From an optimization exercise on the open Yosys and OpenROAD flow, aimed at small area and a short achievable clock period; shortcuts taken in it are not production practice. At most, simulation tests tie the RTL to the original design; equivalence was not proved.

==> job 1073 <==
==> flow/design.v <==
package ahb_mem_pkg;
    localparam int AHB_ADDR_W = 32;                     
    localparam int AHB_DATA_W = 32;                     
    typedef struct packed {
        logic                  htrans;                  
        logic                  hwrite;                  
        logic [AHB_ADDR_W-1:0] haddr;                   
    } ahb_req_t;
    typedef struct packed {
        logic                  valid;                   
        logic                  rd0_wr1;                 
        logic [AHB_ADDR_W-1:0] addr;                    
        logic [AHB_DATA_W-1:0] wr_data;                 
    } mem_req_t;
    typedef struct packed {
        logic                  ready;                   
        logic                  rd_valid;                
        logic [AHB_DATA_W-1:0] rd_data;                 
    } mem_rsp_t;
endpackage
`timescale 1ns/1ps
module ahb_mem (
    input  logic        i_clk_ahb,                              
    input  logic        i_rstn_ahb,                             
    input  logic        i_htrans,                               
    input  logic        i_hwrite,                               
    input  logic [31:0] i_haddr,                                
    input  logic [31:0] i_hwdata,                               
    output logic        o_hready,                               
    output logic [31:0] o_hrdata                                
);
    localparam int NW = 128;                                    
    logic        hready_q;                                      
    logic [1:0]  wait_q;                                        
    logic        wr_q;                                          
    logic        rd_q;                                          
    logic [6:0]  addr_q;                                        
    logic [31:0] rdata_q;                                       
    logic [31:0] mem_q [NW];                                    
    logic [NW-1:0] sel;                                         
    logic [31:0] rd_word;                                       
    always_ff @(posedge i_clk_ahb or negedge i_rstn_ahb) begin
        if (!i_rstn_ahb) begin
            hready_q <= 1'b1;
            wait_q   <= 2'd0;
            wr_q     <= 1'b0;
            rd_q     <= 1'b0;
        end else begin
            wr_q <= hready_q && i_htrans && i_hwrite;
            rd_q <= hready_q && i_htrans && !i_hwrite;
            if (hready_q) begin
                if (i_htrans && !i_hwrite) begin
                    hready_q <= 1'b0;
                    wait_q   <= i_haddr[12] ? 2'd2 : 2'd0;
                end
            end else if (wait_q == 2'd0) begin
                hready_q <= 1'b1;
            end else begin
                wait_q <= wait_q - 2'd1;
            end
        end
    end
    always_ff @(posedge i_clk_ahb) begin
        addr_q <= {i_haddr[12], i_haddr[7:2]};
    end
    always_comb begin
        for (int w = 0; w < NW; w++) sel[w] = (addr_q == 7'(w));
    end
    for (genvar w = 0; w < NW; w++) begin : g_word
        always_ff @(posedge i_clk_ahb) begin
            if (wr_q && sel[w]) mem_q[w] <= i_hwdata;
        end
    end
    localparam int NG = (NW + 2) / 3;                           
    logic [31:0] grp_n [NG];                                    
    logic [31:0] or4 [(NG + 3) / 4];                            
    for (genvar g = 0; g < NG; g++) begin : g_grp
        localparam int W0 = 3 * g;
        ahb_mem_aoi3 aoi_i (
            .i_sel ({(W0 + 2 < NW) ? sel[W0 + 2] : 1'b0, sel[W0 + 1], sel[W0]}),
            .i_d0  (mem_q[W0]),
            .i_d1  (mem_q[W0 + 1]),
            .i_d2  ((W0 + 2 < NW) ? mem_q[W0 + 2] : 32'h0),
            .o_n   (grp_n[g])
        );
    end
    always_comb begin
        for (int k = 0; k < (NG + 3) / 4; k++) begin
            or4[k] = '0;
            for (int g = 4 * k; g < 4 * k + 4 && g < NG; g++) or4[k] = or4[k] | ~grp_n[g];
        end
        rd_word = '0;
        for (int k = 0; k < (NG + 3) / 4; k++) rd_word = rd_word | or4[k];
    end
    always_ff @(posedge i_clk_ahb) begin
        if (rd_q) rdata_q <= rd_word;
    end
    assign o_hready = hready_q;
    assign o_hrdata = rdata_q;
endmodule
module ahb_mem_aoi3 (
    input  logic [2:0]  i_sel,
    input  logic [31:0] i_d0,
    input  logic [31:0] i_d1,
    input  logic [31:0] i_d2,
    output logic [31:0] o_n
);
    assign o_n = ~(({32{i_sel[0]}} & i_d0) | ({32{i_sel[1]}} & i_d1) | ({32{i_sel[2]}} & i_d2));
endmodule
==> flow/run.sh <==
#!/bin/bash
# synth_recipe.tcl (not shown) runs the flow's synth.tcl, then flattens the netlist and writes it again
# the make line also repeats each setting of config.mk as NAME=value (left out here)
make -C /OpenROAD-flow-scripts/flow DESIGN_CONFIG=/design/flow/config.mk WORK_HOME=/design/flow/orfs CLKGATE_MAP_FILE= SYNTH_SCRIPT=/design/flow/synth_recipe.tcl finish
==> flow/config.mk <==
export PLATFORM = sky130hd
export DESIGN_NAME = ahb_mem
export DESIGN_NICKNAME = ahb_mem
export VERILOG_FILES = /design/flow/design.v
export SDC_FILE = /design/flow/constraint.sdc
export NUM_CORES = 4
export LEC_CHECK = 0
export CAP_MARGIN = 20
export CORE_MARGIN = 2
export CORE_UTILIZATION = 40
export SLEW_MARGIN = 20
export SYNTH_HIERARCHICAL = 1
export SYNTH_MINIMUM_KEEP_SIZE = 0
==> flow/constraint.sdc <==
create_clock -name core_clock -period 5.0 [get_ports {i_clk_ahb}]
set_input_delay 1.0000 -clock core_clock [delete_from_list [all_inputs] [get_ports {i_clk_ahb}]]
set_output_delay 1.0000 -clock core_clock [all_outputs]
set_load 0.01 [all_outputs]
==> job 5859 (differences from job 1073) <==
--- a/flow/design.v
+++ b/flow/design.v
@@ -33,21 +33,18 @@
     logic        hready_q;                                      
     logic [1:0]  wait_q;                                        
     logic        wr_q;                                          
-    logic        rd_q;                                          
-    logic [6:0]  addr_q;                                        
     logic [31:0] rdata_q;                                       
     logic [31:0] mem_q [NW];                                    
-    logic [NW-1:0] sel;                                         
+    logic [NW-1:0] dec;                                         
+    logic [NW-1:0] sel_q;                                       
     logic [31:0] rd_word;                                       
     always_ff @(posedge i_clk_ahb or negedge i_rstn_ahb) begin
         if (!i_rstn_ahb) begin
             hready_q <= 1'b1;
             wait_q   <= 2'd0;
             wr_q     <= 1'b0;
-            rd_q     <= 1'b0;
         end else begin
             wr_q <= hready_q && i_htrans && i_hwrite;
-            rd_q <= hready_q && i_htrans && !i_hwrite;
             if (hready_q) begin
                 if (i_htrans && !i_hwrite) begin
                     hready_q <= 1'b0;
@@ -60,15 +57,15 @@
             end
         end
     end
+    always_comb begin
+        for (int w = 0; w < NW; w++) dec[w] = ({i_haddr[12], i_haddr[7:2]} == 7'(w));
+    end
     always_ff @(posedge i_clk_ahb) begin
-        addr_q <= {i_haddr[12], i_haddr[7:2]};
-    end
-    always_comb begin
-        for (int w = 0; w < NW; w++) sel[w] = (addr_q == 7'(w));
+        if (hready_q) sel_q <= dec;
     end
     for (genvar w = 0; w < NW; w++) begin : g_word
         always_ff @(posedge i_clk_ahb) begin
-            if (wr_q && sel[w]) mem_q[w] <= i_hwdata;
+            if (wr_q && sel_q[w]) mem_q[w] <= i_hwdata;
         end
     end
     localparam int NG = (NW + 2) / 3;                           
@@ -77,7 +74,7 @@
     for (genvar g = 0; g < NG; g++) begin : g_grp
         localparam int W0 = 3 * g;
         ahb_mem_aoi3 aoi_i (
-            .i_sel ({(W0 + 2 < NW) ? sel[W0 + 2] : 1'b0, sel[W0 + 1], sel[W0]}),
+            .i_sel ({(W0 + 2 < NW) ? sel_q[W0 + 2] : 1'b0, sel_q[W0 + 1], sel_q[W0]}),
             .i_d0  (mem_q[W0]),
             .i_d1  (mem_q[W0 + 1]),
             .i_d2  ((W0 + 2 < NW) ? mem_q[W0 + 2] : 32'h0),
@@ -93,7 +90,7 @@
         for (int k = 0; k < (NG + 3) / 4; k++) rd_word = rd_word | or4[k];
     end
     always_ff @(posedge i_clk_ahb) begin
-        if (rd_q) rdata_q <= rd_word;
+        rdata_q <= rd_word;
     end
     assign o_hready = hready_q;
     assign o_hrdata = rdata_q;
- ABC_CLOCK_PERIOD_IN_PS: unset -> 2500
- CORE_UTILIZATION: 40 -> 55
- SETUP_SLACK_MARGIN: unset -> 2.3
==> job 2090 (differences from job 1073) <==
==> flow/design.v (replaced) <==
package ahb_mem_pkg;
    localparam int AHB_ADDR_W = 32;                     
    localparam int AHB_DATA_W = 32;                     
    typedef struct packed {
        logic                  htrans;                  
        logic                  hwrite;                  
        logic [AHB_ADDR_W-1:0] haddr;                   
    } ahb_req_t;
    typedef struct packed {
        logic                  valid;                   
        logic                  rd0_wr1;                 
        logic [AHB_ADDR_W-1:0] addr;                    
        logic [AHB_DATA_W-1:0] wr_data;                 
    } mem_req_t;
    typedef struct packed {
        logic                  ready;                   
        logic                  rd_valid;                
        logic [AHB_DATA_W-1:0] rd_data;                 
    } mem_rsp_t;
endpackage
`timescale 1ns/1ps
module ahb_mem (
    input  logic        i_clk_ahb,                              
    input  logic        i_rstn_ahb,                             
    input  logic        i_htrans,                               
    input  logic        i_hwrite,                               
    input  logic [31:0] i_haddr,                                
    input  logic [31:0] i_hwdata,                               
    output logic        o_hready,                               
    output logic [31:0] o_hrdata                                
);
    localparam int NW = 128;                                    
    logic        hready_q;                                      
    logic [1:0]  wait_q;                                        
    logic        wr_q;                                          
    logic [31:0] rdata_q;                                       
    logic [31:0] mem_q [NW];                                    
    logic [NW-1:0] dec;                                         
    logic [NW-1:0] sel_q;                                       
    logic [31:0] rd_word;                                       
    logic [31:0] mem_d [NW];                                    
    logic        phase_q;                                       
    logic [31:0] wcol;                                          
    logic        hready_d;                                      
    logic        stall_q;                                       
    always_comb begin
        if (hready_q)              hready_d = !(i_htrans && !i_hwrite);
        else                       hready_d = (wait_q == 2'd0);
    end
    always_ff @(posedge i_clk_ahb or negedge i_rstn_ahb) begin
        if (!i_rstn_ahb) begin
            hready_q <= 1'b1;
            stall_q  <= 1'b0;
            wait_q   <= 2'd0;
            wr_q     <= 1'b0;
        end else begin
            hready_q <= hready_d;
            stall_q  <= !hready_d;
            wr_q     <= hready_q && i_htrans && i_hwrite;
            if (hready_q)               wait_q <= i_haddr[12] ? 2'd2 : 2'd0;
            else if (wait_q != 2'd0)    wait_q <= wait_q - 2'd1;
        end
    end
    logic [6:0]  addr_q;                                        
    logic [6:0]  addr_cur;                                      
    assign addr_cur = hready_q ? {i_haddr[12], i_haddr[7:2]} : addr_q;
    always_comb begin
        for (int w = 0; w < NW; w++) dec[w] = (addr_cur == 7'(w));
    end
    always_ff @(posedge i_clk_ahb) begin
        addr_q <= addr_cur;
        sel_q  <= dec;
    end
    always_ff @(posedge i_clk_ahb or negedge i_rstn_ahb) begin
        if (!i_rstn_ahb) phase_q <= 1'b0;
        else             phase_q <= !phase_q;
    end
    assign wcol = i_hwdata ^ {32{phase_q}};                     
    for (genvar w = 0; w < NW; w++) begin : g_word
        logic we;
        assign we = wr_q && sel_q[w];
        for (genvar b = 0; b < 32; b++) begin : g_bit
            ahb_mem_oai2 cell_i (
                .i_hold (!we),
                .i_we   (we),
                .i_q    (mem_q[w][b]),
                .i_d    (wcol[b]),
                .o_n    (mem_d[w][b])
            );
        end
        always_ff @(posedge i_clk_ahb) begin
            mem_q[w] <= mem_d[w];
        end
    end
    localparam int NG = (NW + 2) / 3;                           
    logic [31:0] grp_n [NG];                                    
    logic [31:0] or4 [(NG + 3) / 4];                            
    for (genvar g = 0; g < NG; g++) begin : g_grp
        localparam int W0 = 3 * g;
        for (genvar b = 0; b < 32; b++) begin : g_bit
            ahb_mem_aoi3 aoi_i (
                .i_sel ({(W0 + 2 < NW) ? sel_q[W0 + 2] : 1'b0, sel_q[W0 + 1], sel_q[W0]}),
                .i_d0  (mem_q[W0][b]),
                .i_d1  (mem_q[W0 + 1][b]),
                .i_d2  ((W0 + 2 < NW) ? mem_q[W0 + 2][b] : 1'b0),
                .o_n   (grp_n[g][b])
            );
        end
    end
    always_comb begin
        for (int k = 0; k < (NG + 3) / 4; k++) begin
            or4[k] = '0;
            for (int g = 4 * k; g < 4 * k + 4 && g < NG; g++) or4[k] = or4[k] | ~grp_n[g];
        end
        rd_word = '0;
        for (int k = 0; k < (NG + 3) / 4; k++) rd_word = rd_word | or4[k];
    end
    always_ff @(posedge i_clk_ahb) begin
        rdata_q <= rd_word ^ {32{phase_q}};
    end
    assign o_hready = !stall_q;
    assign o_hrdata = rdata_q;
endmodule
module ahb_mem_aoi3 (
    input  logic [2:0] i_sel,
    input  logic       i_d0,
    input  logic       i_d1,
    input  logic       i_d2,
    output logic       o_n
);
    assign o_n = ~((i_sel[0] & i_d0) | (i_sel[1] & i_d1) | (i_sel[2] & i_d2));
endmodule
module ahb_mem_oai2 (
    input  logic i_hold,                                        
    input  logic i_we,                                          
    input  logic i_q,
    input  logic i_d,
    output logic o_n
);
    assign o_n = ~((i_q | i_we) & (i_d | i_hold));
endmodule
- ABC_CLOCK_PERIOD_IN_PS: unset -> 2500
- CORE_UTILIZATION: 40 -> 55
- SETUP_SLACK_MARGIN: unset -> 2.0
- TNS_END_PERCENT: unset -> 5
==> notes.md <==
	job 5859	job 2090	job 1073
Outcome	failed layout checks	timing/DRC/antenna clean	failed layout checks
Violated checks	antenna rules	-	antenna rules
Mux cell area share after synthesis	0.0142%	0.0316%	0.0146%
Post-cts sizing count	232	75	0
Antenna violations before repair	37	15	32
TritonCTS buffer count	414	422	410
Actual transition at the worst max-transition pin	1.21 ns	1.27 ns	1.20 ns
Area of the core	271000 um2	236000 um2	363000 um2
Met3 demand-to-capacity share in global routing	6.28%	11.7%	4.53%
Worst path arrival time	3.76 ns	4.34 ns	5.24 ns
Layout Area Growth over Synthesis	13.5%	19.2%	15.0%
1st-iter DRT viols	17387	21170	16893
Routed WL per cell	38.2 um	35.2 um	34.5 um
Syn Area/Cell	21.9 um2	12.1 um2	21.7 um2
Clock-cell share of area	7.73%	8.93%	7.78%
Count of clock buffers in the final design	524	594	497
Function not checked in job 5859: the RTL went through the layout flow alone.

## afterwards: timing with drivers on the ports
The flow's constraints put no driver on any port. The routed layouts listed below were extracted and timed again, unchanged, in two steps. Step 1 assumes that a clkbuf_16 drives the clock port and a buf_2 every other input. Step 2 moves the port delays by t, midway between the first and last clock arrival at a register: inputs arrive t later, outputs are due t later. That takes back most of the time a late clock gives input paths. Slacks: no drivers / after step 1 / after step 2; pairs: no drivers / after step 1.
| run | shift t [ns] | setup slack, ns | worst setup path after step 2 |
|---|---|---|---|
| job 1073 | 1.058 | 0.367 / 0.367 / 0.367 | register to register |
| job 5859 | 1.052 | 2.003 / 2.003 / 1.371 | input to register |
| job 2090 | 1.067 | 1.506 / 1.506 / 1.419 | input to register |
The setup slack of job 5859, which loses most, moves by 0.000 ns with the drivers and by -0.632 ns with both steps.
